Background: an optimization exercise with open tools, aiming at small area, a short achievable clock period and few clock cycles. Do not read the settings as production practice.
Function was checked by simulation only, so behaviour that the tests miss may differ from the original.
Power figures rest on the tool's default switching activity, not on a simulated workload.

## flow/design.v (module list and top-level ports; edited modules follow where they fit)
// module acf_accumulator: 80 lines
// module acf_mac: 916 lines
// module int_to_float: 37 lines
// module fp_divider: 37 lines
// module acf_normalizer: 144 lines
// module autocorrelation_top: 34 lines
module autocorrelation_top (
    input  logic               iClock,
    input  logic               rst_n,
    input  logic               sample_valid,
    input  acf_pkg::sample_t   sample,
    output logic               coef_valid,
    output acf_pkg::acf_coef_t coef,
    output logic               block_done,
    output logic               overrun
);
  // ...
==> flow/run.sh <==
#!/bin/bash
# synth_recipe.tcl (not shown) runs the flow's synth.tcl, then flattens the netlist and writes it again
# the make line also repeats each setting of config.mk as NAME=value (left out here)
make -C /OpenROAD-flow-scripts/flow DESIGN_CONFIG=/design/flow/config.mk WORK_HOME=/design/flow/orfs CLKGATE_MAP_FILE= SYNTH_SCRIPT=/design/flow/synth_recipe.tcl finish
==> flow/config.mk <==
export PLATFORM = sky130hd
export DESIGN_NAME = autocorrelation_top
export DESIGN_NICKNAME = autocorrelation_top
export VERILOG_FILES = /design/flow/design.v
export SDC_FILE = /design/flow/constraint.sdc
export NUM_CORES = 4
export LEC_CHECK = 0
export CAP_MARGIN = 20
export CORE_MARGIN = 2
export CORE_UTILIZATION = 40
export SETUP_SLACK_MARGIN = 4.5
export SLEW_MARGIN = 20
export TNS_END_PERCENT = 0
==> flow/constraint.sdc <==
create_clock -name core_clock -period 7.5 [get_ports {iClock}]
set_input_delay 1.5000 -clock core_clock [delete_from_list [all_inputs] [get_ports {iClock}]]
set_output_delay 1.5000 -clock core_clock [all_outputs]
set_load 0.01 [all_outputs]
==> run summary, run 1 <==
Final layout:
- In the final layout, the registers with the most flip-flops are acc0.sum_a (185), acc0.sum_b (185), norm0.snap (185).
- Leaving out the clock tree, the finished layout contains a buffer count of 487.
- There are 1,127 flip-flops and latches.
- Ranked by total area, the top cell class in this layout is multi-input gates.

Placement:
- The sum of net half-perimeters after detailed placement is 203,000 um.

Setup path:
- The worst register-to-register path begins at norm0.busy.
- The maximum fanout along the worst path is 6.
- In this design, the largest share of critical-path delay is due to compound AO/OA/AOI/OAI gates.
- The most numerous cell type found on the critical path is buf_12.
- The endpoint identified for the worst register-to-register timing path is norm0.snap[4][35].
- For the worst flop-to-flop path, the logic depth is 15.

Pwr:
- Of all power groups, the one with the highest power is combinational logic.
- The power dissipated in sequential cells is 11.1 mW.
- The worst vdd rail ir drop is 0.195 mV.
- Of the total power, the share spent switching nets is 0.450.
- The share of total power dissipated in the clock network is 0.163.

Logic synthesis:
- The commonest cells after synthesis are 1,046 x inv_1, 769 x a22oi_1, 747 x dfxtp_1, 725 x fa_1, 568 x xnor2_1.
- By area, the combinational part of the netlist is dominated by adder cells.
- The synthesized instance count is 9,229.
- For this run, asynchronously set or reset flops after synthesis account for 0.0169.
- The most common cell in the netlist is inv_1.
- The number of storage elements in the synthesis netlist is 1,127.

Global route:
- The global-route wire length before repair is 448,000 um.
- The global-route met3 utilization is 0.0568.

Die:
- The floorplan step defined a die boundary enclosing 227,000 um^2.
- 101 I/O pins were placed.
- The number of tapcells is 2,975.

Routing:
- Summed over all layers, the routed wires come to 296,000 um.

Timing:
- The number of setup violations in the final report is 0.

Status:
- The run finished with no timing, DRC or antenna violations.

Clock tree:
- Clock-pin slew was measured on the worst setup and hold paths at 0.06 ns.
Testbench counts, summed over its fixed seeds: cycles 22,272.
==> module acf_accumulator, before the edit <==
module acf_accumulator (
    input  logic                              iClock,
    input  logic                              rst_n,
    input  logic                              sample_valid,
    input  acf_pkg::sample_t                  sample,
    output logic                              fin,
    output acf_pkg::acc_t [4:0]       sum_a,
    output acf_pkg::acc_t [4:0]       sum_b
);
    localparam int CNT_W = $clog2(64);
    localparam int NDIG  = 16 / 2;
    logic [CNT_W-1:0] cnt;      
    logic [4:0] first;  
    logic             last;     
    acf_pkg::sample_t x;        
    acf_pkg::sample_t hist [1:4];
    logic [NDIG-1:0]  neg, one, two;    
    logic [NDIG-1:0]  neg_d, one_d, two_d;
    always_ff @(posedge iClock or negedge rst_n) begin
        if (!rst_n) begin
            cnt <= '0;
            fin <= 1'b0;
        end else begin
            fin <= last;
            if (sample_valid) begin
                cnt <= cnt + 1'b1;
            end
        end
    end
    always_comb begin
        for (int i = 0; i < NDIG; i++) begin
            logic b2, b1, b0;
            b2 = sample[2*i+1];
            b1 = sample[2*i];
            b0 = (i == 0) ? 1'b0 : sample[2*i-1];
            neg_d[i] = sample_valid & b2;
            one_d[i] = sample_valid & (b1 ^ b0);
            two_d[i] = sample_valid & ((b2 & ~b1 & ~b0) | (~b2 & b1 & b0));
        end
    end
    always_ff @(posedge iClock) begin
        for (int k = 0; k <= 4; k++) begin
            first[k] <= sample_valid && (cnt == CNT_W'(k));
        end
        last  <= sample_valid && (cnt == '1);
        neg   <= neg_d;
        one   <= one_d;
        two   <= two_d;
        if (sample_valid) begin
            x <= sample;
            for (int i = 1; i <= 4; i++) begin
                hist[i] <= (cnt == '0) ? '0 : ((i == 1) ? x : hist[i-1]);
            end
        end
    end
    for (genvar k = 0; k <= 4; k++) begin : g_mac
        acf_pkg::sample_t h;
        acf_pkg::acc_t    na, nb;
        if (k == 0) begin : g_h0
            assign h = x;
        end else begin : g_hk
            assign h = hist[k];
        end
        acf_mac mac (
            .neg (neg),
            .one (one),
            .two (two),
            .h   (h),
            .nf  (!first[k]),
            .sa  (sum_a[k]),
            .sb  (sum_b[k]),
            .na  (na),
            .nb  (nb)
        );
        always_ff @(posedge iClock) begin
            sum_a[k] <= na;
            sum_b[k] <= nb;
        end
    end
endmodule
==> module acf_normalizer, before the edit <==
module acf_normalizer (
    input  logic                          iClock,
    input  logic                          rst_n,
    input  logic                          fin,
    input  acf_pkg::acc_t [4:0]   sum_a,
    input  acf_pkg::acc_t [4:0]   sum_b,
    output logic                          coef_valid,
    output acf_pkg::acf_coef_t            coef,
    output logic                          block_done,
    output logic                          overrun
);
    localparam int LAGS = 4;
    localparam int W    = acf_pkg::ACC_W;
    localparam logic [4:0] T_REC = 5'd16;
    logic          busy;
    logic [4:0]    t;
    logic [LAGS:0] ld;       
    logic          shift;
    acf_pkg::acc_t cs_a, cs_b;
    acf_pkg::acc_t snap [0:LAGS];
    logic          cv_sign, cv_zero;
    logic [5:0]    cv_pos;
    logic [23:0]   cv_sig;
    logic [23:0]   sb;
    logic [25:0]   sb3;
    logic [5:0]    p0;
    logic          z0;
    logic [25:0]   q     [1:LAGS];
    logic [7:0]    ebase [1:LAGS];
    logic          lsign [1:LAGS];
    logic          lzero [1:LAGS];
    logic [3:0]    lag_r;
    acf_pkg::fp32_t norm_r;
    acf_pkg::acc_t raw_r;
    logic          ext_r;
    assign overrun = 1'b0;
    always_ff @(posedge iClock or negedge rst_n) begin
        if (!rst_n) begin
            busy       <= 1'b0;
            t          <= '0;
            coef_valid <= 1'b0;
            block_done <= 1'b0;
        end else begin
            coef_valid <= busy && (t >= T_REC) && (t <= T_REC + 5'(LAGS));
            block_done <= busy && (t == T_REC + 5'(LAGS));
            if (busy) begin
                t <= t + 1'b1;
                if (t == T_REC + 5'(LAGS)) begin
                    busy <= 1'b0;
                end
            end else if (fin) begin
                busy <= 1'b1;
                t    <= '0;
            end
        end
    end
    always_ff @(posedge iClock or negedge rst_n) begin
        if (!rst_n) begin
            ld[LAGS:1] <= '0;
        end else begin
            ld[LAGS:1] <= ld[LAGS-1:0];
        end
    end
    assign ld[0] = fin && !busy;
    always_comb begin
        cs_a = '0;
        cs_b = '0;
        for (int k = 0; k <= LAGS; k++) begin
            cs_a = cs_a | (ld[k] ? sum_a[k] : '0);
            cs_b = cs_b | (ld[k] ? sum_b[k] : '0);
        end
    end
    assign shift = (|ld) || (busy && (t >= T_REC) && (t < T_REC + 5'(LAGS)));
    always_ff @(posedge iClock) begin
        if (shift) begin
            for (int k = 0; k < LAGS; k++) begin
                snap[k] <= snap[k+1];
            end
            snap[LAGS] <= cs_a + cs_b;
        end
    end
    int_to_float conv0 (
        .iClock    (iClock),
        .value     (snap[LAGS]),
        .signed_in (t != 5'd0),
        .sign      (cv_sign),
        .zero      (cv_zero),
        .pos       (cv_pos),
        .sig       (cv_sig)
    );
    always_ff @(posedge iClock) begin
        if (t == 5'd2) begin
            sb  <= cv_sig;
            sb3 <= 26'(cv_sig) + {1'b0, cv_sig, 1'b0};
            p0  <= cv_pos;
            z0  <= cv_zero;
        end
    end
    for (genvar k = 1; k <= LAGS; k++) begin : g_lane
        logic ld;
        assign ld = (t == 5'(k + 2));
        fp_divider div (
            .iClock (iClock),
            .load   (ld),
            .sa     (cv_sig),
            .sb     (sb),
            .sb3    (sb3),
            .q      (q[k])
        );
        always_ff @(posedge iClock) begin
            if (ld) begin
                ebase[k] <= 8'd126 + 8'(cv_pos) - 8'(p0);
                lsign[k] <= cv_sign;
                lzero[k] <= cv_zero | z0;
            end
        end
    end
    logic [2:0]     ri;
    acf_pkg::fp32_t rnorm;
    assign ri = 3'(t - T_REC);
    always_comb begin
        rnorm = z0 ? 32'h0 : 32'h3F80_0000;
        for (int k = 1; k <= LAGS; k++) begin
            if (ri == 3'(k)) begin
                if (lzero[k]) begin
                    rnorm = '0;
                end else if (q[k][25]) begin
                    rnorm = {lsign[k], ebase[k] + 8'd1, q[k][24:2]};
                end else begin
                    rnorm = {lsign[k], ebase[k], q[k][23:1]};
                end
            end
        end
    end
    always_ff @(posedge iClock) begin
        lag_r  <= {1'b0, ri};
        norm_r <= rnorm;
        raw_r  <= snap[0];
        ext_r  <= snap[0][W-1] & (ri != 3'd0);
    end
    assign coef.lag     = lag_r;
    assign coef.norm    = norm_r;
    assign coef.raw_sum = {{(43 - W){ext_r}}, raw_r};
endmodule
==> run 2: changes to the inputs <==
--- a/flow/design.v
+++ b/flow/design.v
@@ -28,6 +28,7 @@
     logic [CNT_W-1:0] cnt;      
     logic [4:0] first;  
     logic             last;     
+    logic             v;        
     acf_pkg::sample_t x;        
     acf_pkg::sample_t hist [1:4];
     logic [NDIG-1:0]  neg, one, two;    
@@ -59,6 +60,7 @@
             first[k] <= sample_valid && (cnt == CNT_W'(k));
         end
         last  <= sample_valid && (cnt == '1);
+        v     <= sample_valid;
         neg   <= neg_d;
         one   <= one_d;
         two   <= two_d;
@@ -69,14 +71,24 @@
             end
         end
     end
-    for (genvar k = 0; k <= 4; k++) begin : g_mac
+    acf_pkg::acc_t na0, nb0;
+    acf_sq sq (
+        .x  (x),
+        .v  (v),
+        .nf (!first[0]),
+        .sa (sum_a[0]),
+        .sb (sum_b[0]),
+        .na (na0),
+        .nb (nb0)
+    );
+    always_ff @(posedge iClock) begin
+        sum_a[0] <= na0;
+        sum_b[0] <= nb0;
+    end
+    for (genvar k = 1; k <= 4; k++) begin : g_mac
         acf_pkg::sample_t h;
         acf_pkg::acc_t    na, nb;
-        if (k == 0) begin : g_h0
-            assign h = x;
-        end else begin : g_hk
-            assign h = hist[k];
-        end
+        assign h = hist[k];
         acf_mac mac (
             .neg (neg),
             .one (one),
@@ -1010,6 +1022,851 @@
     assign na[36] = c184;
     assign nb[36] = s185;
 endmodule
+module acf_sq (
+    input  logic [15:0] x,
+    input  logic        v,
+    input  logic        nf,
+    input  logic [36:0] sa,
+    input  logic [36:0] sb,
+    output logic [36:0] na,
+    output logic [36:0] nb
+);
+    logic q0_0;
+    logic q0_1;
+    logic q0_2;
+    logic q0_3;
+    logic q0_4;
+    logic q0_5;
+    logic q0_6;
+    logic q0_7;
+    logic q0_8;
+    logic q0_9;
+    logic q0_10;
+    logic q0_11;
+    logic q0_12;
+    logic q0_13;
+    logic q0_14;
+    logic q0_15;
+    logic q1_1;
+    logic q1_2;
+    logic q1_3;
+    logic q1_4;
+    logic q1_5;
+    logic q1_6;
+    logic q1_7;
+    logic q1_8;
+    logic q1_9;
+    logic q1_10;
+    logic q1_11;
+    logic q1_12;
+    logic q1_13;
+    logic q1_14;
+    logic q1_15;
+    logic q2_2;
+    logic q2_3;
+    logic q2_4;
+    logic q2_5;
+    logic q2_6;
+    logic q2_7;
+    logic q2_8;
+    logic q2_9;
+    logic q2_10;
+    logic q2_11;
+    logic q2_12;
+    logic q2_13;
+    logic q2_14;
+    logic q2_15;
+    logic q3_3;
+    logic q3_4;
+    logic q3_5;
+    logic q3_6;
+    logic q3_7;
+    logic q3_8;
+    logic q3_9;
+    logic q3_10;
+    logic q3_11;
+    logic q3_12;
+    logic q3_13;
+    logic q3_14;
+    logic q3_15;
+    logic q4_4;
+    logic q4_5;
+    logic q4_6;
+    logic q4_7;
+    logic q4_8;
+    logic q4_9;
+    logic q4_10;
+    logic q4_11;
+    logic q4_12;
+    logic q4_13;
+    logic q4_14;
+    logic q4_15;
+    logic q5_5;
+    logic q5_6;
+    logic q5_7;
+    logic q5_8;
+    logic q5_9;
+    logic q5_10;
+    logic q5_11;
+    logic q5_12;
+    logic q5_13;
+    logic q5_14;
+    logic q5_15;
+    logic q6_6;
+    logic q6_7;
+    logic q6_8;
+    logic q6_9;
+    logic q6_10;
+    logic q6_11;
+    logic q6_12;
+    logic q6_13;
+    logic q6_14;
+    logic q6_15;
+    logic q7_7;
+    logic q7_8;
+    logic q7_9;
+    logic q7_10;
+    logic q7_11;
+    logic q7_12;
+    logic q7_13;
+    logic q7_14;
+    logic q7_15;
+    logic q8_8;
+    logic q8_9;
+    logic q8_10;
+    logic q8_11;
+    logic q8_12;
+    logic q8_13;
+    logic q8_14;
+    logic q8_15;
+    logic q9_9;
+    logic q9_10;
+    logic q9_11;
+    logic q9_12;
+    logic q9_13;
+    logic q9_14;
+    logic q9_15;
+    logic q10_10;
+    logic q10_11;
+    logic q10_12;
+    logic q10_13;
+    logic q10_14;
+    logic q10_15;
+    logic q11_11;
+    logic q11_12;
+    logic q11_13;
+    logic q11_14;
+    logic q11_15;
+    logic q12_12;
+    logic q12_13;
+    logic q12_14;
+    logic q12_15;
+    logic q13_13;
+    logic q13_14;
+    logic q13_15;
+    logic q14_14;
+    logic q14_15;
+    logic q15_15;
+    logic s0, c0;
+    logic s1, c1;
+    logic s2, c2;
+    logic s3, c3;
+    logic s4, c4;
+    logic s5, c5;
+    logic s6, c6;
+    logic s7, c7;
+    logic s8, c8;
+    logic s9, c9;
+    logic s10, c10;
+    logic s11, c11;
+    logic s12, c12;
+    logic s13, c13;
+    logic s14, c14;
+    logic s15, c15;
+    logic s16, c16;
+    logic s17, c17;
+    logic s18, c18;
+    logic s19, c19;
+    logic s20, c20;
+    logic s21, c21;
+    logic s22, c22;
+    logic s23, c23;
+    logic s24, c24;
+    logic s25, c25;
+    logic s26, c26;
+    logic s27, c27;
+    logic s28, c28;
+    logic s29, c29;
+    logic s30, c30;
+    logic s31, c31;
+    logic s32, c32;
+    logic s33, c33;
+    logic s34, c34;
+    logic s35, c35;
+    logic s36, c36;
+    logic s37, c37;
+    logic s38, c38;
+    logic s39, c39;
+    logic s40, c40;
+    logic s41, c41;
+    logic s42, c42;
+    logic s43, c43;
+    logic s44, c44;
+    logic s45, c45;
+    logic s46, c46;
+    logic s47, c47;
+    logic s48, c48;
+    logic s49, c49;
+    logic s50, c50;
+    logic s51, c51;
+    logic s52, c52;
+    logic s53, c53;
+    logic s54, c54;
+    logic s55, c55;
+    logic s56, c56;
+    logic s57, c57;
+    logic s58, c58;
+    logic s59, c59;
+    logic s60, c60;
+    logic s61, c61;
+    logic s62, c62;
+    logic s63, c63;
+    logic s64, c64;
+    logic s65, c65;
+    logic s66, c66;
+    logic s67, c67;
+    logic s68, c68;
+    logic s69, c69;
+    logic s70, c70;
+    logic s71, c71;
+    logic s72, c72;
+    logic s73, c73;
+    logic s74, c74;
+    logic s75, c75;
+    logic s76, c76;
+    logic s77, c77;
+    logic s78, c78;
+    logic s79, c79;
+    logic s80, c80;
+    logic s81, c81;
+    logic s82, c82;
+    logic s83, c83;
+    logic s84, c84;
+    logic s85, c85;
+    logic s86, c86;
+    logic s87, c87;
+    logic s88, c88;
+    logic s89, c89;
+    logic s90, c90;
+    logic s91, c91;
+    logic s92, c92;
+    logic s93, c93;
+    logic s94, c94;
+    logic s95, c95;
+    logic s96, c96;
+    logic s97, c97;
+    logic s98, c98;
+    logic s99, c99;
+    logic s100, c100;
+    logic s101, c101;
+    logic s102, c102;
+    logic s103, c103;
+    logic s104, c104;
+    logic s105, c105;
+    logic s106, c106;
+    logic s107, c107;
+    logic s108, c108;
+    logic s109, c109;
+    logic s110, c110;
+    logic s111, c111;
+    logic s112, c112;
+    logic s113, c113;
+    logic s114, c114;
+    logic s115, c115;
+    logic s116, c116;
+    logic s117, c117;
+    logic s118, c118;
+    logic s119, c119;
+    logic s120, c120;
+    logic s121, c121;
+    logic s122, c122;
+    logic s123, c123;
+    logic s124, c124;
+    logic s125, c125;
+    logic s126, c126;
+    logic s127, c127;
+    logic s128, c128;
+    logic s129, c129;
+    logic s130, c130;
+    logic s131, c131;
+    logic s132, c132;
+    logic s133, c133;
+    logic s134, c134;
+    logic s135, c135;
+    logic s136, c136;
+    logic s137, c137;
+    logic s138, c138;
+    logic s139, c139;
+    logic s140, c140;
+    logic s141, c141;
+    logic s142, c142;
+    logic s143, c143;
+    logic s144, c144;
+    logic s145, c145;
+    logic s146, c146;
+    logic s147, c147;
+    logic s148, c148;
+    logic s149, c149;
+    logic s150, c150;
+    logic s151, c151;
+    logic s152, c152;
+    logic s153, c153;
+    logic s154, c154;
+    logic s155, c155;
+    logic s156, c156;
+    logic s157, c157;
+    logic s158, c158;
+    logic s159, c159;
+    logic s160, c160;
+    logic s161, c161;
+    logic s162, c162;
+    assign q0_0 = (x[0] & v);
+    assign q0_1 = (x[0] & x[1] & v);
+    assign q0_2 = (x[0] & x[2] & v);
+    assign q0_3 = (x[0] & x[3] & v);
+    assign q0_4 = (x[0] & x[4] & v);
+    assign q0_5 = (x[0] & x[5] & v);
+    assign q0_6 = (x[0] & x[6] & v);
+    assign q0_7 = (x[0] & x[7] & v);
+    assign q0_8 = (x[0] & x[8] & v);
+    assign q0_9 = (x[0] & x[9] & v);
+    assign q0_10 = (x[0] & x[10] & v);
+    assign q0_11 = (x[0] & x[11] & v);
+    assign q0_12 = (x[0] & x[12] & v);
+    assign q0_13 = (x[0] & x[13] & v);
+    assign q0_14 = (x[0] & x[14] & v);
+    assign q0_15 = ~(x[0] & x[15] & v);
+    assign q1_1 = (x[1] & v);
+    assign q1_2 = (x[1] & x[2] & v);
+    assign q1_3 = (x[1] & x[3] & v);
+    assign q1_4 = (x[1] & x[4] & v);
+    assign q1_5 = (x[1] & x[5] & v);
+    assign q1_6 = (x[1] & x[6] & v);
+    assign q1_7 = (x[1] & x[7] & v);
+    assign q1_8 = (x[1] & x[8] & v);
+    assign q1_9 = (x[1] & x[9] & v);
+    assign q1_10 = (x[1] & x[10] & v);
+    assign q1_11 = (x[1] & x[11] & v);
+    assign q1_12 = (x[1] & x[12] & v);
+    assign q1_13 = (x[1] & x[13] & v);
+    assign q1_14 = (x[1] & x[14] & v);
+    assign q1_15 = ~(x[1] & x[15] & v);
+    assign q2_2 = (x[2] & v);
+    assign q2_3 = (x[2] & x[3] & v);
+    assign q2_4 = (x[2] & x[4] & v);
+    assign q2_5 = (x[2] & x[5] & v);
+    assign q2_6 = (x[2] & x[6] & v);
+    assign q2_7 = (x[2] & x[7] & v);
+    assign q2_8 = (x[2] & x[8] & v);
+    assign q2_9 = (x[2] & x[9] & v);
+    assign q2_10 = (x[2] & x[10] & v);
+    assign q2_11 = (x[2] & x[11] & v);
+    assign q2_12 = (x[2] & x[12] & v);
+    assign q2_13 = (x[2] & x[13] & v);
+    assign q2_14 = (x[2] & x[14] & v);
+    assign q2_15 = ~(x[2] & x[15] & v);
+    assign q3_3 = (x[3] & v);
+    assign q3_4 = (x[3] & x[4] & v);
+    assign q3_5 = (x[3] & x[5] & v);
+    assign q3_6 = (x[3] & x[6] & v);
+    assign q3_7 = (x[3] & x[7] & v);
+    assign q3_8 = (x[3] & x[8] & v);
+    assign q3_9 = (x[3] & x[9] & v);
+    assign q3_10 = (x[3] & x[10] & v);
+    assign q3_11 = (x[3] & x[11] & v);
+    assign q3_12 = (x[3] & x[12] & v);
+    assign q3_13 = (x[3] & x[13] & v);
+    assign q3_14 = (x[3] & x[14] & v);
+    assign q3_15 = ~(x[3] & x[15] & v);
+    assign q4_4 = (x[4] & v);
+    assign q4_5 = (x[4] & x[5] & v);
+    assign q4_6 = (x[4] & x[6] & v);
+    assign q4_7 = (x[4] & x[7] & v);
+    assign q4_8 = (x[4] & x[8] & v);
+    assign q4_9 = (x[4] & x[9] & v);
+    assign q4_10 = (x[4] & x[10] & v);
+    assign q4_11 = (x[4] & x[11] & v);
+    assign q4_12 = (x[4] & x[12] & v);
+    assign q4_13 = (x[4] & x[13] & v);
+    assign q4_14 = (x[4] & x[14] & v);
+    assign q4_15 = ~(x[4] & x[15] & v);
+    assign q5_5 = (x[5] & v);
+    assign q5_6 = (x[5] & x[6] & v);
+    assign q5_7 = (x[5] & x[7] & v);
+    assign q5_8 = (x[5] & x[8] & v);
+    assign q5_9 = (x[5] & x[9] & v);
+    assign q5_10 = (x[5] & x[10] & v);
+    assign q5_11 = (x[5] & x[11] & v);
+    assign q5_12 = (x[5] & x[12] & v);
+    assign q5_13 = (x[5] & x[13] & v);
+    assign q5_14 = (x[5] & x[14] & v);
+    assign q5_15 = ~(x[5] & x[15] & v);
+    assign q6_6 = (x[6] & v);
+    assign q6_7 = (x[6] & x[7] & v);
+    assign q6_8 = (x[6] & x[8] & v);
+    assign q6_9 = (x[6] & x[9] & v);
+    assign q6_10 = (x[6] & x[10] & v);
+    assign q6_11 = (x[6] & x[11] & v);
+    assign q6_12 = (x[6] & x[12] & v);
+    assign q6_13 = (x[6] & x[13] & v);
+    assign q6_14 = (x[6] & x[14] & v);
+    assign q6_15 = ~(x[6] & x[15] & v);
+    assign q7_7 = (x[7] & v);
+    assign q7_8 = (x[7] & x[8] & v);
+    assign q7_9 = (x[7] & x[9] & v);
+    assign q7_10 = (x[7] & x[10] & v);
+    assign q7_11 = (x[7] & x[11] & v);
+    assign q7_12 = (x[7] & x[12] & v);
+    assign q7_13 = (x[7] & x[13] & v);
+    assign q7_14 = (x[7] & x[14] & v);
+    assign q7_15 = ~(x[7] & x[15] & v);
+    assign q8_8 = (x[8] & v);
+    assign q8_9 = (x[8] & x[9] & v);
+    assign q8_10 = (x[8] & x[10] & v);
+    assign q8_11 = (x[8] & x[11] & v);
+    assign q8_12 = (x[8] & x[12] & v);
+    assign q8_13 = (x[8] & x[13] & v);
+    assign q8_14 = (x[8] & x[14] & v);
+    assign q8_15 = ~(x[8] & x[15] & v);
+    assign q9_9 = (x[9] & v);
+    assign q9_10 = (x[9] & x[10] & v);
+    assign q9_11 = (x[9] & x[11] & v);
+    assign q9_12 = (x[9] & x[12] & v);
+    assign q9_13 = (x[9] & x[13] & v);
+    assign q9_14 = (x[9] & x[14] & v);
+    assign q9_15 = ~(x[9] & x[15] & v);
+    assign q10_10 = (x[10] & v);
+    assign q10_11 = (x[10] & x[11] & v);
+    assign q10_12 = (x[10] & x[12] & v);
+    assign q10_13 = (x[10] & x[13] & v);
+    assign q10_14 = (x[10] & x[14] & v);
+    assign q10_15 = ~(x[10] & x[15] & v);
+    assign q11_11 = (x[11] & v);
+    assign q11_12 = (x[11] & x[12] & v);
+    assign q11_13 = (x[11] & x[13] & v);
+    assign q11_14 = (x[11] & x[14] & v);
+    assign q11_15 = ~(x[11] & x[15] & v);
+    assign q12_12 = (x[12] & v);
+    assign q12_13 = (x[12] & x[13] & v);
+    assign q12_14 = (x[12] & x[14] & v);
+    assign q12_15 = ~(x[12] & x[15] & v);
+    assign q13_13 = (x[13] & v);
+    assign q13_14 = (x[13] & x[14] & v);
+    assign q13_15 = ~(x[13] & x[15] & v);
+    assign q14_14 = (x[14] & v);
+    assign q14_15 = ~(x[14] & x[15] & v);
+    assign q15_15 = (x[15] & v);
+    assign s0 = q0_13 ^ q1_12;
+    assign c0 = q0_13 & q1_12;
+    assign s1 = q0_14 ^ q1_13;
+    assign c1 = q0_14 & q1_13;
+    assign s2 = q0_15 ^ q1_14 ^ q2_13;
+    assign c2 = (q0_15 & q1_14) | (q0_15 & q2_13) | (q1_14 & q2_13);
+    assign s3 = q3_12 ^ q4_11 ^ q5_10;
+    assign c3 = (q3_12 & q4_11) | (q3_12 & q5_10) | (q4_11 & q5_10);
+    assign s4 = q1_15 ^ q2_14 ^ q3_13;
+    assign c4 = (q1_15 & q2_14) | (q1_15 & q3_13) | (q2_14 & q3_13);
+    assign s5 = q2_15 ^ q3_14 ^ q4_13;
+    assign c5 = (q2_15 & q3_14) | (q2_15 & q4_13) | (q3_14 & q4_13);
+    assign s6 = q0_7 ^ q1_6;
+    assign c6 = q0_7 & q1_6;
+    assign s7 = q0_8 ^ q1_7;
+    assign c7 = q0_8 & q1_7;
+    assign s8 = q0_9 ^ q1_8 ^ q2_7;
+    assign c8 = (q0_9 & q1_8) | (q0_9 & q2_7) | (q1_8 & q2_7);
+    assign s9 = q3_6 ^ q4_5;
+    assign c9 = q3_6 & q4_5;
+    assign s10 = q0_10 ^ q1_9 ^ q2_8;
+    assign c10 = (q0_10 & q1_9) | (q0_10 & q2_8) | (q1_9 & q2_8);
+    assign s11 = q3_7 ^ q4_6;
+    assign c11 = q3_7 & q4_6;
+    assign s12 = q0_11 ^ q1_10 ^ q2_9;
+    assign c12 = (q0_11 & q1_10) | (q0_11 & q2_9) | (q1_10 & q2_9);
+    assign s13 = q3_8 ^ q4_7 ^ q5_6;
+    assign c13 = (q3_8 & q4_7) | (q3_8 & q5_6) | (q4_7 & q5_6);
+    assign s14 = q6_6 ^ (sa[12] & nf);
+    assign c14 = q6_6 & (sa[12] & nf);
+    assign s15 = q0_12 ^ q1_11 ^ q2_10;
+    assign c15 = (q0_12 & q1_11) | (q0_12 & q2_10) | (q1_11 & q2_10);
+    assign s16 = q3_9 ^ q4_8 ^ q5_7;
+    assign c16 = (q3_9 & q4_8) | (q3_9 & q5_7) | (q4_8 & q5_7);
+    assign s17 = (sa[13] & nf) ^ (sb[13] & nf);
+    assign c17 = (sa[13] & nf) & (sb[13] & nf);
+    assign s18 = q2_11 ^ q3_10 ^ q4_9;
+    assign c18 = (q2_11 & q3_10) | (q2_11 & q4_9) | (q3_10 & q4_9);
+    assign s19 = q5_8 ^ q6_7 ^ q7_7;
+    assign c19 = (q5_8 & q6_7) | (q5_8 & q7_7) | (q6_7 & q7_7);
+    assign s20 = (sa[14] & nf) ^ (sb[14] & nf) ^ s0;
+    assign c20 = ((sa[14] & nf) & (sb[14] & nf)) | ((sa[14] & nf) & s0) | ((sb[14] & nf) & s0);
+    assign s21 = q2_12 ^ q3_11 ^ q4_10;
+    assign c21 = (q2_12 & q3_11) | (q2_12 & q4_10) | (q3_11 & q4_10);
+    assign s22 = q5_9 ^ q6_8 ^ (sa[15] & nf);
+    assign c22 = (q5_9 & q6_8) | (q5_9 & (sa[15] & nf)) | (q6_8 & (sa[15] & nf));
+    assign s23 = (sb[15] & nf) ^ c0 ^ s1;
+    assign c23 = ((sb[15] & nf) & c0) | ((sb[15] & nf) & s1) | (c0 & s1);
+    assign s24 = q6_9 ^ q7_8 ^ q8_8;
+    assign c24 = (q6_9 & q7_8) | (q6_9 & q8_8) | (q7_8 & q8_8);
+    assign s25 = (sa[16] & nf) ^ (sb[16] & nf) ^ 1'b1;
+    assign c25 = ((sa[16] & nf) & (sb[16] & nf)) | ((sa[16] & nf) & 1'b1) | ((sb[16] & nf) & 1'b1);
+    assign s26 = c1 ^ s2 ^ s3;
+    assign c26 = (c1 & s2) | (c1 & s3) | (s2 & s3);
+    assign s27 = q4_12 ^ q5_11 ^ q6_10;
+    assign c27 = (q4_12 & q5_11) | (q4_12 & q6_10) | (q5_11 & q6_10);
+    assign s28 = q7_9 ^ (sa[17] & nf) ^ (sb[17] & nf);
+    assign c28 = (q7_9 & (sa[17] & nf)) | (q7_9 & (sb[17] & nf)) | ((sa[17] & nf) & (sb[17] & nf));
+    assign s29 = c2 ^ c3 ^ s4;
+    assign c29 = (c2 & c3) | (c2 & s4) | (c3 & s4);
+    assign s30 = q5_12 ^ q6_11 ^ q7_10;
+    assign c30 = (q5_12 & q6_11) | (q5_12 & q7_10) | (q6_11 & q7_10);
+    assign s31 = q8_9 ^ q9_9 ^ (sa[18] & nf);
+    assign c31 = (q8_9 & q9_9) | (q8_9 & (sa[18] & nf)) | (q9_9 & (sa[18] & nf));
+    assign s32 = (sb[18] & nf) ^ c4 ^ s5;
+    assign c32 = ((sb[18] & nf) & c4) | ((sb[18] & nf) & s5) | (c4 & s5);
+    assign s33 = q3_15 ^ q4_14 ^ q5_13;
+    assign c33 = (q3_15 & q4_14) | (q3_15 & q5_13) | (q4_14 & q5_13);
+    assign s34 = q6_12 ^ q7_11 ^ q8_10;
+    assign c34 = (q6_12 & q7_11) | (q6_12 & q8_10) | (q7_11 & q8_10);
+    assign s35 = (sa[19] & nf) ^ (sb[19] & nf) ^ c5;
+    assign c35 = ((sa[19] & nf) & (sb[19] & nf)) | ((sa[19] & nf) & c5) | ((sb[19] & nf) & c5);
+    assign s36 = q4_15 ^ q5_14 ^ q6_13;
+    assign c36 = (q4_15 & q5_14) | (q4_15 & q6_13) | (q5_14 & q6_13);
+    assign s37 = q7_12 ^ q8_11 ^ q9_10;
+    assign c37 = (q7_12 & q8_11) | (q7_12 & q9_10) | (q8_11 & q9_10);
+    assign s38 = q10_10 ^ (sa[20] & nf) ^ (sb[20] & nf);
+    assign c38 = (q10_10 & (sa[20] & nf)) | (q10_10 & (sb[20] & nf)) | ((sa[20] & nf) & (sb[20] & nf));
+    assign s39 = q5_15 ^ q6_14 ^ q7_13;
+    assign c39 = (q5_15 & q6_14) | (q5_15 & q7_13) | (q6_14 & q7_13);
+    assign s40 = q8_12 ^ q9_11 ^ (sa[21] & nf);
+    assign c40 = (q8_12 & q9_11) | (q8_12 & (sa[21] & nf)) | (q9_11 & (sa[21] & nf));
+    assign s41 = q6_15 ^ q7_14 ^ q8_13;
+    assign c41 = (q6_15 & q7_14) | (q6_15 & q8_13) | (q7_14 & q8_13);
+    assign s42 = q9_12 ^ q10_11 ^ q11_11;
+    assign c42 = (q9_12 & q10_11) | (q9_12 & q11_11) | (q10_11 & q11_11);
+    assign s43 = q7_15 ^ q8_14 ^ q9_13;
+    assign c43 = (q7_15 & q8_14) | (q7_15 & q9_13) | (q8_14 & q9_13);
+    assign s44 = q8_15 ^ q9_14 ^ q10_13;
+    assign c44 = (q8_15 & q9_14) | (q8_15 & q10_13) | (q9_14 & q10_13);
+    assign s45 = q0_3 ^ q1_2;
+    assign c45 = q0_3 & q1_2;
+    assign s46 = q0_4 ^ q1_3;
+    assign c46 = q0_4 & q1_3;
+    assign s47 = q0_5 ^ q1_4 ^ q2_3;
+    assign c47 = (q0_5 & q1_4) | (q0_5 & q2_3) | (q1_4 & q2_3);
+    assign s48 = q3_3 ^ (sa[6] & nf);
+    assign c48 = q3_3 & (sa[6] & nf);
+    assign s49 = q0_6 ^ q1_5 ^ q2_4;
+    assign c49 = (q0_6 & q1_5) | (q0_6 & q2_4) | (q1_5 & q2_4);
+    assign s50 = (sa[7] & nf) ^ (sb[7] & nf);
+    assign c50 = (sa[7] & nf) & (sb[7] & nf);
+    assign s51 = q2_5 ^ q3_4 ^ q4_4;
+    assign c51 = (q2_5 & q3_4) | (q2_5 & q4_4) | (q3_4 & q4_4);
+    assign s52 = (sa[8] & nf) ^ (sb[8] & nf) ^ s6;
+    assign c52 = ((sa[8] & nf) & (sb[8] & nf)) | ((sa[8] & nf) & s6) | ((sb[8] & nf) & s6);
+    assign s53 = q2_6 ^ q3_5 ^ (sa[9] & nf);
+    assign c53 = (q2_6 & q3_5) | (q2_6 & (sa[9] & nf)) | (q3_5 & (sa[9] & nf));
+    assign s54 = (sb[9] & nf) ^ c6 ^ s7;
+    assign c54 = ((sb[9] & nf) & c6) | ((sb[9] & nf) & s7) | (c6 & s7);
+    assign s55 = q5_5 ^ (sa[10] & nf) ^ (sb[10] & nf);
+    assign c55 = (q5_5 & (sa[10] & nf)) | (q5_5 & (sb[10] & nf)) | ((sa[10] & nf) & (sb[10] & nf));
+    assign s56 = c7 ^ s8 ^ s9;
+    assign c56 = (c7 & s8) | (c7 & s9) | (s8 & s9);
+    assign s57 = (sa[11] & nf) ^ (sb[11] & nf) ^ c8;
+    assign c57 = ((sa[11] & nf) & (sb[11] & nf)) | ((sa[11] & nf) & c8) | ((sb[11] & nf) & c8);
+    assign s58 = c9 ^ s10 ^ s11;
+    assign c58 = (c9 & s10) | (c9 & s11) | (s10 & s11);
+    assign s59 = (sb[12] & nf) ^ c10 ^ c11;
+    assign c59 = ((sb[12] & nf) & c10) | ((sb[12] & nf) & c11) | (c10 & c11);
+    assign s60 = s12 ^ s13 ^ s14;
+    assign c60 = (s12 & s13) | (s12 & s14) | (s13 & s14);
+    assign s61 = c12 ^ c13 ^ c14;
+    assign c61 = (c12 & c13) | (c12 & c14) | (c13 & c14);
+    assign s62 = s15 ^ s16 ^ s17;
+    assign c62 = (s15 & s16) | (s15 & s17) | (s16 & s17);
+    assign s63 = c15 ^ c16 ^ c17;
+    assign c63 = (c15 & c16) | (c15 & c17) | (c16 & c17);
+    assign s64 = s18 ^ s19 ^ s20;
+    assign c64 = (s18 & s19) | (s18 & s20) | (s19 & s20);
+    assign s65 = c18 ^ c19 ^ c20;
+    assign c65 = (c18 & c19) | (c18 & c20) | (c19 & c20);
+    assign s66 = s21 ^ s22 ^ s23;
+    assign c66 = (s21 & s22) | (s21 & s23) | (s22 & s23);
+    assign s67 = c21 ^ c22 ^ c23;
+    assign c67 = (c21 & c22) | (c21 & c23) | (c22 & c23);
+    assign s68 = s24 ^ s25 ^ s26;
+    assign c68 = (s24 & s25) | (s24 & s26) | (s25 & s26);
+    assign s69 = c24 ^ c25 ^ c26;
+    assign c69 = (c24 & c25) | (c24 & c26) | (c25 & c26);
+    assign s70 = s27 ^ s28 ^ s29;
+    assign c70 = (s27 & s28) | (s27 & s29) | (s28 & s29);
+    assign s71 = c27 ^ c28 ^ c29;
+    assign c71 = (c27 & c28) | (c27 & c29) | (c28 & c29);
+    assign s72 = s30 ^ s31 ^ s32;
+    assign c72 = (s30 & s31) | (s30 & s32) | (s31 & s32);
+    assign s73 = c30 ^ c31 ^ c32;
+    assign c73 = (c30 & c31) | (c30 & c32) | (c31 & c32);
+    assign s74 = s33 ^ s34 ^ s35;
+    assign c74 = (s33 & s34) | (s33 & s35) | (s34 & s35);
+    assign s75 = c33 ^ c34 ^ c35;
+    assign c75 = (c33 & c34) | (c33 & c35) | (c34 & c35);
+    assign s76 = s36 ^ s37 ^ s38;
+    assign c76 = (s36 & s37) | (s36 & s38) | (s37 & s38);
+    assign s77 = (sb[21] & nf) ^ c36 ^ c37;
+    assign c77 = ((sb[21] & nf) & c36) | ((sb[21] & nf) & c37) | (c36 & c37);
+    assign s78 = c38 ^ s39 ^ s40;
+    assign c78 = (c38 & s39) | (c38 & s40) | (s39 & s40);
+    assign s79 = (sa[22] & nf) ^ (sb[22] & nf) ^ c39;
+    assign c79 = ((sa[22] & nf) & (sb[22] & nf)) | ((sa[22] & nf) & c39) | ((sb[22] & nf) & c39);
+    assign s80 = c40 ^ s41 ^ s42;
+    assign c80 = (c40 & s41) | (c40 & s42) | (s41 & s42);
+    assign s81 = q10_12 ^ (sa[23] & nf) ^ (sb[23] & nf);
+    assign c81 = (q10_12 & (sa[23] & nf)) | (q10_12 & (sb[23] & nf)) | ((sa[23] & nf) & (sb[23] & nf));
+    assign s82 = c41 ^ c42 ^ s43;
+    assign c82 = (c41 & c42) | (c41 & s43) | (c42 & s43);
+    assign s83 = q11_12 ^ q12_12 ^ (sa[24] & nf);
+    assign c83 = (q11_12 & q12_12) | (q11_12 & (sa[24] & nf)) | (q12_12 & (sa[24] & nf));
+    assign s84 = (sb[24] & nf) ^ c43 ^ s44;
+    assign c84 = ((sb[24] & nf) & c43) | ((sb[24] & nf) & s44) | (c43 & s44);
+    assign s85 = q9_15 ^ q10_14 ^ q11_13;
+    assign c85 = (q9_15 & q10_14) | (q9_15 & q11_13) | (q10_14 & q11_13);
+    assign s86 = (sa[25] & nf) ^ (sb[25] & nf) ^ c44;
+    assign c86 = ((sa[25] & nf) & (sb[25] & nf)) | ((sa[25] & nf) & c44) | ((sb[25] & nf) & c44);
+    assign s87 = q10_15 ^ q11_14 ^ q12_13;
+    assign c87 = (q10_15 & q11_14) | (q10_15 & q12_13) | (q11_14 & q12_13);
+    assign s88 = q13_13 ^ (sa[26] & nf) ^ (sb[26] & nf);
+    assign c88 = (q13_13 & (sa[26] & nf)) | (q13_13 & (sb[26] & nf)) | ((sa[26] & nf) & (sb[26] & nf));
+    assign s89 = q11_15 ^ q12_14 ^ (sa[27] & nf);
+    assign c89 = (q11_15 & q12_14) | (q11_15 & (sa[27] & nf)) | (q12_14 & (sa[27] & nf));
+    assign s90 = q12_15 ^ q13_14 ^ q14_14;
+    assign c90 = (q12_15 & q13_14) | (q12_15 & q14_14) | (q13_14 & q14_14);
+    assign s91 = q0_1 ^ q1_1;
+    assign c91 = q0_1 & q1_1;
+    assign s92 = q0_2 ^ (sa[3] & nf);
+    assign c92 = q0_2 & (sa[3] & nf);
+    assign s93 = q2_2 ^ (sa[4] & nf) ^ (sb[4] & nf);
+    assign c93 = (q2_2 & (sa[4] & nf)) | (q2_2 & (sb[4] & nf)) | ((sa[4] & nf) & (sb[4] & nf));
+    assign s94 = (sa[5] & nf) ^ (sb[5] & nf) ^ c45;
+    assign c94 = ((sa[5] & nf) & (sb[5] & nf)) | ((sa[5] & nf) & c45) | ((sb[5] & nf) & c45);
+    assign s95 = (sb[6] & nf) ^ c46 ^ s47;
+    assign c95 = ((sb[6] & nf) & c46) | ((sb[6] & nf) & s47) | (c46 & s47);
+    assign s96 = c47 ^ c48 ^ s49;
+    assign c96 = (c47 & c48) | (c47 & s49) | (c48 & s49);
+    assign s97 = c49 ^ c50 ^ s51;
+    assign c97 = (c49 & c50) | (c49 & s51) | (c50 & s51);
+    assign s98 = c51 ^ c52 ^ s53;
+    assign c98 = (c51 & c52) | (c51 & s53) | (c52 & s53);
+    assign s99 = c53 ^ c54 ^ s55;
+    assign c99 = (c53 & c54) | (c53 & s55) | (c54 & s55);
+    assign s100 = c55 ^ c56 ^ s57;
+    assign c100 = (c55 & c56) | (c55 & s57) | (c56 & s57);
+    assign s101 = c57 ^ c58 ^ s59;
+    assign c101 = (c57 & c58) | (c57 & s59) | (c58 & s59);
+    assign s102 = c59 ^ c60 ^ s61;
+    assign c102 = (c59 & c60) | (c59 & s61) | (c60 & s61);
+    assign s103 = c61 ^ c62 ^ s63;
+    assign c103 = (c61 & c62) | (c61 & s63) | (c62 & s63);
+    assign s104 = c63 ^ c64 ^ s65;
+    assign c104 = (c63 & c64) | (c63 & s65) | (c64 & s65);
+    assign s105 = c65 ^ c66 ^ s67;
+    assign c105 = (c65 & c66) | (c65 & s67) | (c66 & s67);
+    assign s106 = c67 ^ c68 ^ s69;
+    assign c106 = (c67 & c68) | (c67 & s69) | (c68 & s69);
+    assign s107 = c69 ^ c70 ^ s71;
+    assign c107 = (c69 & c70) | (c69 & s71) | (c70 & s71);
+    assign s108 = c71 ^ c72 ^ s73;
+    assign c108 = (c71 & c72) | (c71 & s73) | (c72 & s73);
+    assign s109 = c73 ^ c74 ^ s75;
+    assign c109 = (c73 & c74) | (c73 & s75) | (c74 & s75);
+    assign s110 = c75 ^ c76 ^ s77;
+    assign c110 = (c75 & c76) | (c75 & s77) | (c76 & s77);
+    assign s111 = c77 ^ c78 ^ s79;
+    assign c111 = (c77 & c78) | (c77 & s79) | (c78 & s79);
+    assign s112 = c79 ^ c80 ^ s81;
+    assign c112 = (c79 & c80) | (c79 & s81) | (c80 & s81);
+    assign s113 = c81 ^ c82 ^ s83;
+    assign c113 = (c81 & c82) | (c81 & s83) | (c82 & s83);
+    assign s114 = c83 ^ c84 ^ s85;
+    assign c114 = (c83 & c84) | (c83 & s85) | (c84 & s85);
+    assign s115 = c85 ^ c86 ^ s87;
+    assign c115 = (c85 & c86) | (c85 & s87) | (c86 & s87);
+    assign s116 = (sb[27] & nf) ^ c87 ^ c88;
+    assign c116 = ((sb[27] & nf) & c87) | ((sb[27] & nf) & c88) | (c87 & c88);
+    assign s117 = (sa[28] & nf) ^ (sb[28] & nf) ^ c89;
+    assign c117 = ((sa[28] & nf) & (sb[28] & nf)) | ((sa[28] & nf) & c89) | ((sb[28] & nf) & c89);
+    assign s118 = q13_15 ^ (sa[29] & nf) ^ (sb[29] & nf);
+    assign c118 = (q13_15 & (sa[29] & nf)) | (q13_15 & (sb[29] & nf)) | ((sa[29] & nf) & (sb[29] & nf));
+    assign s119 = q14_15 ^ q15_15 ^ (sa[30] & nf);
+    assign c119 = (q14_15 & q15_15) | (q14_15 & (sa[30] & nf)) | (q15_15 & (sa[30] & nf));
+    assign s120 = (sa[31] & nf) ^ (sb[31] & nf);
+    assign c120 = (sa[31] & nf) & (sb[31] & nf);
+    assign s121 = (sa[32] & nf) ^ (sb[32] & nf);
+    assign c121 = (sa[32] & nf) & (sb[32] & nf);
+    assign s122 = (sa[33] & nf) ^ (sb[33] & nf);
+    assign c122 = (sa[33] & nf) & (sb[33] & nf);
+    assign s123 = (sa[34] & nf) ^ (sb[34] & nf);
+    assign c123 = (sa[34] & nf) & (sb[34] & nf);
+    assign s124 = (sa[35] & nf) ^ (sb[35] & nf);
+    assign c124 = (sa[35] & nf) & (sb[35] & nf);
+    assign s125 = (sa[36] & nf) ^ (sb[36] & nf);
+    assign c125 = (sa[36] & nf) & (sb[36] & nf);
+    assign s126 = q0_0 ^ (sa[0] & nf);
+    assign c126 = q0_0 & (sa[0] & nf);
+    assign s127 = (sa[1] & nf) ^ (sb[1] & nf);
+    assign c127 = (sa[1] & nf) & (sb[1] & nf);
+    assign s128 = (sa[2] & nf) ^ (sb[2] & nf) ^ s91;
+    assign c128 = ((sa[2] & nf) & (sb[2] & nf)) | ((sa[2] & nf) & s91) | ((sb[2] & nf) & s91);
+    assign s129 = (sb[3] & nf) ^ c91 ^ s92;
+    assign c129 = ((sb[3] & nf) & c91) | ((sb[3] & nf) & s92) | (c91 & s92);
+    assign s130 = s45 ^ c92 ^ s93;
+    assign c130 = (s45 & c92) | (s45 & s93) | (c92 & s93);
+    assign s131 = s46 ^ c93 ^ s94;
+    assign c131 = (s46 & c93) | (s46 & s94) | (c93 & s94);
+    assign s132 = s48 ^ c94 ^ s95;
+    assign c132 = (s48 & c94) | (s48 & s95) | (c94 & s95);
+    assign s133 = s50 ^ c95 ^ s96;
+    assign c133 = (s50 & c95) | (s50 & s96) | (c95 & s96);
+    assign s134 = s52 ^ c96 ^ s97;
+    assign c134 = (s52 & c96) | (s52 & s97) | (c96 & s97);
+    assign s135 = s54 ^ c97 ^ s98;
+    assign c135 = (s54 & c97) | (s54 & s98) | (c97 & s98);
+    assign s136 = s56 ^ c98 ^ s99;
+    assign c136 = (s56 & c98) | (s56 & s99) | (c98 & s99);
+    assign s137 = s58 ^ c99 ^ s100;
+    assign c137 = (s58 & c99) | (s58 & s100) | (c99 & s100);
+    assign s138 = s60 ^ c100 ^ s101;
+    assign c138 = (s60 & c100) | (s60 & s101) | (c100 & s101);
+    assign s139 = s62 ^ c101 ^ s102;
+    assign c139 = (s62 & c101) | (s62 & s102) | (c101 & s102);
+    assign s140 = s64 ^ c102 ^ s103;
+    assign c140 = (s64 & c102) | (s64 & s103) | (c102 & s103);
+    assign s141 = s66 ^ c103 ^ s104;
+    assign c141 = (s66 & c103) | (s66 & s104) | (c103 & s104);
+    assign s142 = s68 ^ c104 ^ s105;
+    assign c142 = (s68 & c104) | (s68 & s105) | (c104 & s105);
+    assign s143 = s70 ^ c105 ^ s106;
+    assign c143 = (s70 & c105) | (s70 & s106) | (c105 & s106);
+    assign s144 = s72 ^ c106 ^ s107;
+    assign c144 = (s72 & c106) | (s72 & s107) | (c106 & s107);
+    assign s145 = s74 ^ c107 ^ s108;
+    assign c145 = (s74 & c107) | (s74 & s108) | (c107 & s108);
+    assign s146 = s76 ^ c108 ^ s109;
+    assign c146 = (s76 & c108) | (s76 & s109) | (c108 & s109);
+    assign s147 = s78 ^ c109 ^ s110;
+    assign c147 = (s78 & c109) | (s78 & s110) | (c109 & s110);
+    assign s148 = s80 ^ c110 ^ s111;
+    assign c148 = (s80 & c110) | (s80 & s111) | (c110 & s111);
+    assign s149 = s82 ^ c111 ^ s112;
+    assign c149 = (s82 & c111) | (s82 & s112) | (c111 & s112);
+    assign s150 = s84 ^ c112 ^ s113;
+    assign c150 = (s84 & c112) | (s84 & s113) | (c112 & s113);
+    assign s151 = s86 ^ c113 ^ s114;
+    assign c151 = (s86 & c113) | (s86 & s114) | (c113 & s114);
+    assign s152 = s88 ^ c114 ^ s115;
+    assign c152 = (s88 & c114) | (s88 & s115) | (c114 & s115);
+    assign s153 = s89 ^ c115 ^ s116;
+    assign c153 = (s89 & c115) | (s89 & s116) | (c115 & s116);
+    assign s154 = s90 ^ c116 ^ s117;
+    assign c154 = (s90 & c116) | (s90 & s117) | (c116 & s117);
+    assign s155 = c90 ^ c117 ^ s118;
+    assign c155 = (c90 & c117) | (c90 & s118) | (c117 & s118);
+    assign s156 = (sb[30] & nf) ^ c118 ^ s119;
+    assign c156 = ((sb[30] & nf) & c118) | ((sb[30] & nf) & s119) | (c118 & s119);
+    assign s157 = 1'b1 ^ c119 ^ s120;
+    assign c157 = (1'b1 & c119) | (1'b1 & s120) | (c119 & s120);
+    assign s158 = 1'b1 ^ c120 ^ s121;
+    assign c158 = (1'b1 & c120) | (1'b1 & s121) | (c120 & s121);
+    assign s159 = 1'b1 ^ c121 ^ s122;
+    assign c159 = (1'b1 & c121) | (1'b1 & s122) | (c121 & s122);
+    assign s160 = 1'b1 ^ c122 ^ s123;
+    assign c160 = (1'b1 & c122) | (1'b1 & s123) | (c122 & s123);
+    assign s161 = 1'b1 ^ c123 ^ s124;
+    assign c161 = (1'b1 & c123) | (1'b1 & s124) | (c123 & s124);
+    assign s162 = 1'b1 ^ c124 ^ s125;
+    assign c162 = (1'b1 & c124) | (1'b1 & s125) | (c124 & s125);
+    assign na[0] = (sb[0] & nf);
+    assign nb[0] = s126;
+    assign na[1] = c126;
+    assign nb[1] = s127;
+    assign na[2] = c127;
+    assign nb[2] = s128;
+    assign na[3] = c128;
+    assign nb[3] = s129;
+    assign na[4] = c129;
+    assign nb[4] = s130;
+    assign na[5] = c130;
+    assign nb[5] = s131;
+    assign na[6] = c131;
+    assign nb[6] = s132;
+    assign na[7] = c132;
+    assign nb[7] = s133;
+    assign na[8] = c133;
+    assign nb[8] = s134;
+    assign na[9] = c134;
+    assign nb[9] = s135;
+    assign na[10] = c135;
+    assign nb[10] = s136;
+    assign na[11] = c136;
+    assign nb[11] = s137;
+    assign na[12] = c137;
+    assign nb[12] = s138;
+    assign na[13] = c138;
+    assign nb[13] = s139;
+    assign na[14] = c139;
+    assign nb[14] = s140;
+    assign na[15] = c140;
+    assign nb[15] = s141;
+    assign na[16] = c141;
+    assign nb[16] = s142;
+    assign na[17] = c142;
+    assign nb[17] = s143;
+    assign na[18] = c143;
+    assign nb[18] = s144;
+    assign na[19] = c144;
+    assign nb[19] = s145;
+    assign na[20] = c145;
+    assign nb[20] = s146;
+    assign na[21] = c146;
+    assign nb[21] = s147;
+    assign na[22] = c147;
+    assign nb[22] = s148;
+    assign na[23] = c148;
+    assign nb[23] = s149;
+    assign na[24] = c149;
+    assign nb[24] = s150;
+    assign na[25] = c150;
+    assign nb[25] = s151;
+    assign na[26] = c151;
+    assign nb[26] = s152;
+    assign na[27] = c152;
+    assign nb[27] = s153;
+    assign na[28] = c153;
+    assign nb[28] = s154;
+    assign na[29] = c154;
+    assign nb[29] = s155;
+    assign na[30] = c155;
+    assign nb[30] = s156;
+    assign na[31] = c156;
+    assign nb[31] = s157;
+    assign na[32] = c157;
+    assign nb[32] = s158;
+    assign na[33] = c158;
+    assign nb[33] = s159;
+    assign na[34] = c159;
+    assign nb[34] = s160;
+    assign na[35] = c160;
+    assign nb[35] = s161;
+    assign na[36] = c161;
+    assign nb[36] = s162;
+endmodule
 module int_to_float (
     input  logic          iClock,
     input  acf_pkg::acc_t value,
@@ -1097,12 +1954,14 @@
 );
     localparam int LAGS = 4;
     localparam int W    = acf_pkg::ACC_W;
-    localparam logic [4:0] T_REC = 5'd16;
+    localparam logic [4:0] T_REC = 5'd17;
     logic          busy;
     logic [4:0]    t;
     logic [LAGS:0] ld;       
+    logic [LAGS:0] ld2;      
     logic          shift;
     acf_pkg::acc_t cs_a, cs_b;
+    acf_pkg::acc_t cr_a, cr_b;
     acf_pkg::acc_t snap [0:LAGS];
     logic          cv_sign, cv_zero;
     logic [5:0]    cv_pos;
@@ -1143,8 +2002,10 @@
     always_ff @(posedge iClock or negedge rst_n) begin
         if (!rst_n) begin
             ld[LAGS:1] <= '0;
+            ld2        <= '0;
         end else begin
             ld[LAGS:1] <= ld[LAGS-1:0];
+            ld2        <= ld;
         end
     end
     assign ld[0] = fin && !busy;
@@ -1156,26 +2017,30 @@
             cs_b = cs_b | (ld[k] ? sum_b[k] : '0);
         end
     end
-    assign shift = (|ld) || (busy && (t >= T_REC) && (t < T_REC + 5'(LAGS)));
+    always_ff @(posedge iClock) begin
+        cr_a <= cs_a;
+        cr_b <= cs_b;
+    end
+    assign shift = (|ld2) || (busy && (t >= T_REC) && (t < T_REC + 5'(LAGS)));
     always_ff @(posedge iClock) begin
         if (shift) begin
             for (int k = 0; k < LAGS; k++) begin
                 snap[k] <= snap[k+1];
             end
-            snap[LAGS] <= cs_a + cs_b;
+            snap[LAGS] <= cr_a + cr_b;
         end
     end
     int_to_float conv0 (
         .iClock    (iClock),
         .value     (snap[LAGS]),
-        .signed_in (t != 5'd0),
+        .signed_in (t != 5'd1),
         .sign      (cv_sign),
         .zero      (cv_zero),
         .pos       (cv_pos),
         .sig       (cv_sig)
     );
     always_ff @(posedge iClock) begin
-        if (t == 5'd2) begin
+        if (t == 5'd3) begin
             sb  <= cv_sig;
             sb3 <= 26'(cv_sig) + {1'b0, cv_sig, 1'b0};
             p0  <= cv_pos;
@@ -1184,7 +2049,7 @@
     end
     for (genvar k = 1; k <= LAGS; k++) begin : g_lane
         logic ld;
-        assign ld = (t == 5'(k + 2));
+        assign ld = (t == 5'(k + 3));
         fp_divider div (
             .iClock (iClock),
             .load   (ld),
--- a/flow/config.mk
+++ b/flow/config.mk
@@ -7,7 +7,7 @@
 export LEC_CHECK = 0
 export CAP_MARGIN = 20
 export CORE_MARGIN = 2
-export CORE_UTILIZATION = 40
+export CORE_UTILIZATION = 55
 export SETUP_SLACK_MARGIN = 4.5
 export SLEW_MARGIN = 20
 export TNS_END_PERCENT = 0
==> run summary, run 2 <==
Setup path:
- The type of the setup path with the least slack is reg -> reg (unchanged).
- The largest stage delay on the critical path is 0.46 ns (was 0.43 ns).
- The required time of the critical path came to 8.17 ns (was 8.08 ns).
- The element type at the critical path end is a flop (unchanged).
- The data arrival at the endpoint of the critical path is 4.37 ns (was 4.41 ns).
- Critical Path, Cell by Cell: buf_6 -> clkinvlp_4 -> buf_12 -> ha_1 -> nor2b_1 -> o31a_1 -> o311ai_2 -> nand2_1 -> a211oi_4 -> o31ai_4 -> a2111oi_4 -> nor3_2 -> o41a_1 -> a211oi_2 -> a211oi_1 (was nor2b_4 -> buf_12 -> buf_12 -> a21o_1 -> ha_4 -> a211oi_4 -> o21a_1 -> o31a_1 -> a211oi_2 -> a211o_1 -> o21a_4 -> a2111oi_4 -> o31ai_1 -> a21oi_1 -> xnor2_1).
- The maximum fanout along the worst path came to 6 (unchanged).
- The cell at the slowest stage of the critical path is a2111oi_4 (was dfrtp_2).
- The type of origin of the critical path is a flop (unchanged).

Logic synthesis:
- The share of synthesized area occupied by flip-flops and latches is 0.313 (was 0.294).
- The number of distinct library cell variants in the gate-level netlist after synthesis is 99 (was 105).
- The biggest area consumer among synthesized cells is dfxtp_1 (unchanged).
- The most common cell in the netlist is inv_1 (unchanged).
- The share of the synthesized area in the top cell type is 0.185 (was 0.167).
- Top cells by count, synth: 1,007 x inv_1, 822 x dfxtp_1, 717 x fa_1, 650 x a22oi_1, 554 x ha_1 (was 1,046 x inv_1, 769 x a22oi_1, 747 x dfxtp_1, 725 x fa_1, 568 x xnor2_1).
- The async set or reset register ratio after synthesis is 0.0166 (was 0.0169).
- The number of synthesized flops with an enable pin was 361 (unchanged).
- The cell area after technology mapping is 88,900 um^2 (was 89,400 um^2).
- The Yosys warning count is 16 (unchanged).
- The mean instance size in the synthesized netlist is 9.75 um^2 (was 9.69 um^2).
- The number of storage elements in the synthesis netlist came to 1,203 (was 1,127).
- The synthesized instance count is 9,119 (was 9,229).
- Cell types occupying the most area after synthesis: dfxtp_1 19%, fa_1 16%, edfxtp_1 12% (was dfxtp_1 17%, fa_1 16%, edfxtp_1 12%).
- The most used flip-flop cell after synthesis was dfxtp_1 (unchanged).

Final layout:
- The fraction of layout cells with a size suffix above 1 is 0.0915 (was 0.0946).
- The net count of the finished layout is 10,500 (was 10,600).
- The number of non-filler instances in the completed layout was 11,400 (was 12,400).
- The most common cell after layout, fill and taps aside was inv_1 (unchanged).
- Largest registers: acc0.sum_a (185), acc0.sum_b (185), norm0.snap (185) (unchanged).
- Most frequent cells in the layout: 988 x inv_1, 786 x dfxtp_1, 715 x fa_1 (was 1,032 x inv_1, 765 x a22oi_1, 722 x fa_1).
- The final core area utilization is 0.624 (was 0.459).
- The area growth from synthesis to layout is 12.6% (was 14.2%).
- The final-layout fill cell count is 13,600 (was 20,700).

Global route:
- The remaining global-route overflow came to 0 (unchanged).
- The number of antenna violations at the first check in global routing is 6 (was 23).
- The via count of the first global-routing pass is 70,000 (was 72,000).
- The global-route usage over all layers came to 0.347 (was 0.256).
- The global-route wire length before repair was 431,000 um (was 448,000 um).
- The pin count of the biggest net entering global routing is 178 (was 91).

Clock tree:
- The number of hold-repair buffers added at the cts stage is 0 (unchanged).
- The clock latency on the worst-skew pair was 0.81 ns (was 0.84 ns).
- The number of clock buffers inserted by TritonCTS was 140 (was 136).
- The buffer type at the clock tree root is clkbuf_16 (unchanged).
- The CTS tree is built (unchanged).
- The number of sinks handled by clock tree synthesis is 1,203 (was 1,127).
- The maximum root-to-sink buffer count came to 3 (unchanged).
- The number of levels in the clock H-tree is 4 (unchanged).
- The post-CTS clock slew at the launch and capture registers of the worst setup and hold paths came to 0.06 ns (about the same).

Die:
- The initial core utilization is 0.554 (was 0.402).
- The horizontal extent of the die is 406 um (was 477 um).
- The row count is 147 (was 173).
- The core box area came to 161,000 um^2 (was 222,000 um^2).
- The die span in y is 406 um (was 477 um).
- The total I/O pin count is 101 (unchanged).
- The floorplan die area was 165,000 um^2 (was 227,000 um^2).

Pwr:
- The power per cell area is 423 nW/um^2 (about the same).
- The post-layout total power is 42.4 mW (was 43.2 mW).
- The worst vdd rail ir drop is 0.327 mV (was 0.195 mV).
- The leakage power is 42.5 nW (was 42.9 nW).

Placement:
- The quantity of I/O buffers inserted on ports was 98 (unchanged).
- The cell total after placement is 11,000 (was 11,800).
- The weighted congestion at the end of routability-driven global placement came to 0.950 (was 0.944).
- The worst slack at placement came to 2.39 ns (was 2.52 ns).
- The sum of net half-perimeters after detailed placement is 202,000 um (was 203,000 um).

Routing:
- The aggregate routed wire length is 290,000 um (was 296,000 um).
- The detail-routed via count per cell came to 6.09 (was 5.71).
- The post-detailed-route wirelength per cell is 25.4 um (was 23.9 um).
- The first-iteration detailed-routing DRC count is 6,582 (was 6,886).
- The post-detailed-route count of antenna-violating nets was 0 (unchanged).
- The total via count after detailed routing is 69,700 (was 70,600).
- The total DRC errors in the routed layout is 0 (unchanged).
- The first-pass iteration count of the detailed router is 8 (was 7).

Timing:
- The minimum clock period after layout was 3.70 ns (was 3.83 ns).
- The post-route setup TNS is 0 ns (unchanged).
- The share of the clock period used by the worst path was 0.494 (was 0.511).
- The worst slew margin relative to its limit is 0.166 (was 0.245).
- The actual transition at the worst max-transition pin is 1.22 ns (was 1.13 ns).
- The number of setup violations in the final report is 0 (unchanged).
- The clock skew after layout is 0.0508 ns (was 0.0801 ns).
- RSZ-0062 raised after global routing: true (unchanged).
- The max-slew violation count is 0 (unchanged).
- The final critical-path setup slack is 3.80 ns (was 3.67 ns).
- The final number of hold-violating endpoints is 0 (unchanged).
- The maximum clock frequency was 270 MHz (was 261 MHz).

Worst hold path:
- The type of the worst min-delay path was reg -> reg (unchanged).

Status:
- Outcome: no timing/DRC/antenna violations (unchanged).

Run:
- The number of max-cap violations was 0 (unchanged).
run 2: cell type report:
class,count,area (um^2),area share
multi-input cells,6358,56500,0.564
flip-flops and latches,1203,27900,0.279
repair buffers,450,4490,0.0449
clock inverters,51,653,0.00652
clock buffers,206,4020,0.0401
well taps,2160,2700,0.0270
inverters,1010,3860,0.0385
diodes,1,2.50,0.0000250
run 2: routing by layer:
layer	up-vias	GRT usage	part of all wire
met4	6	0.181	0.058
met2	2970	0.566	0.47
met5	-	0	0.00021
met1	34600	0.437	0.39
met3	834	0.0657	0.080
li1	31300	-	-
run 2: path summary, 6_finish.rpt:
path / from / to / slack, ns / cells past startpoint
worst min-delay path: norm0.conv0.a_sign / norm0.conv0.sign / 0.33 / 0
min in group asynchronous: rst_n / norm0.ld[2] / 0.82 / 1
max in group asynchronous: rst_n / norm0.ld[1] / 5.97 / 1
worst min register to register: norm0.conv0.a_sign / norm0.conv0.sign / 0.33 / 0
worst max-delay path: norm0.sb[1] / norm0.g_lane[2].div.rem[24] / 3.80 / 15
worst max register to register: norm0.sb[1] / norm0.g_lane[2].div.rem[24] / 3.80 / 15
run 2: timing repair:
action,in CTS,in global routing
cloned,10,6
setup endpoints to repair,576,679
pin swaps,39,64
buffers inserted,154,53
resized for setup,192,137
run 2: power by group:
part           total, mW  internal (mW)  switching [mW]
combinational       24.5           10.6            14.0
clock               6.96           4.00            2.95
sequential          10.9           9.05            1.81
run 2: metrics by stage:
stage | instance area, um^2 | hold WS (ns)
floorplan | 89000 | 0.310
global placement | 91700 | 0.316
detailed placement | 91700 | 0.313
CTS | 98800 | 0.327
global route | 100000 | 0.333
finish | 100000 | 0.327
run 2: kinds of logic after synthesis:
group	count (synthesis)	synth area share
AO/OA/AOI/OAI	2009	0.156
AND/OR/NAND/NOR	1959	0.112
buffers and inverters	1570	0.0673
adder cells (fa/ha/maj)	1271	0.239
flip-flops	1203	0.313
XOR/XNOR	901	0.0887
multiplexers	205	0.0244
other	1	0.0000422
run 2: critical path, delay by kind of cell, from the launching register on:
family | cells | cell delay (ns)
adders and majority gates | 1 | 0.26
AOI/OAI and AO/OA | 8 | 2.14
buffers and inverters | 3 | 0.40
DFF | 1 | 0.38
and+or+nand+nor | 3 | 0.39
Testbench counts of run 2, summed over its fixed seeds: cycles 22,528.

## static timing again, ports no longer ideal
In the flow no input, the clock included, has a driving cell. The finished layouts below were timed again as built, in two steps. Step 1: set_driving_cell puts a clkbuf_16 on iClock and a buf_2 on each other input, an assumption about the parent block. Step 2, shift: input delay + t, output delay - t, t = (earliest + latest rising clock arrival at the registers) / 2. This alone moves slack from input paths to output paths. Slacks: no drivers / after step 1 / after step 2; pairs: no drivers / after step 1.
run | shift t [ns] | setup slack, ns | cell pins on the clock port's net
run 1 | 0.900 | 3.669 / 3.669 / 3.669 | 1
run 2 | 0.875 | 3.798 / 3.798 / 3.798 | 1
After both steps every run listed still meets setup and hold.
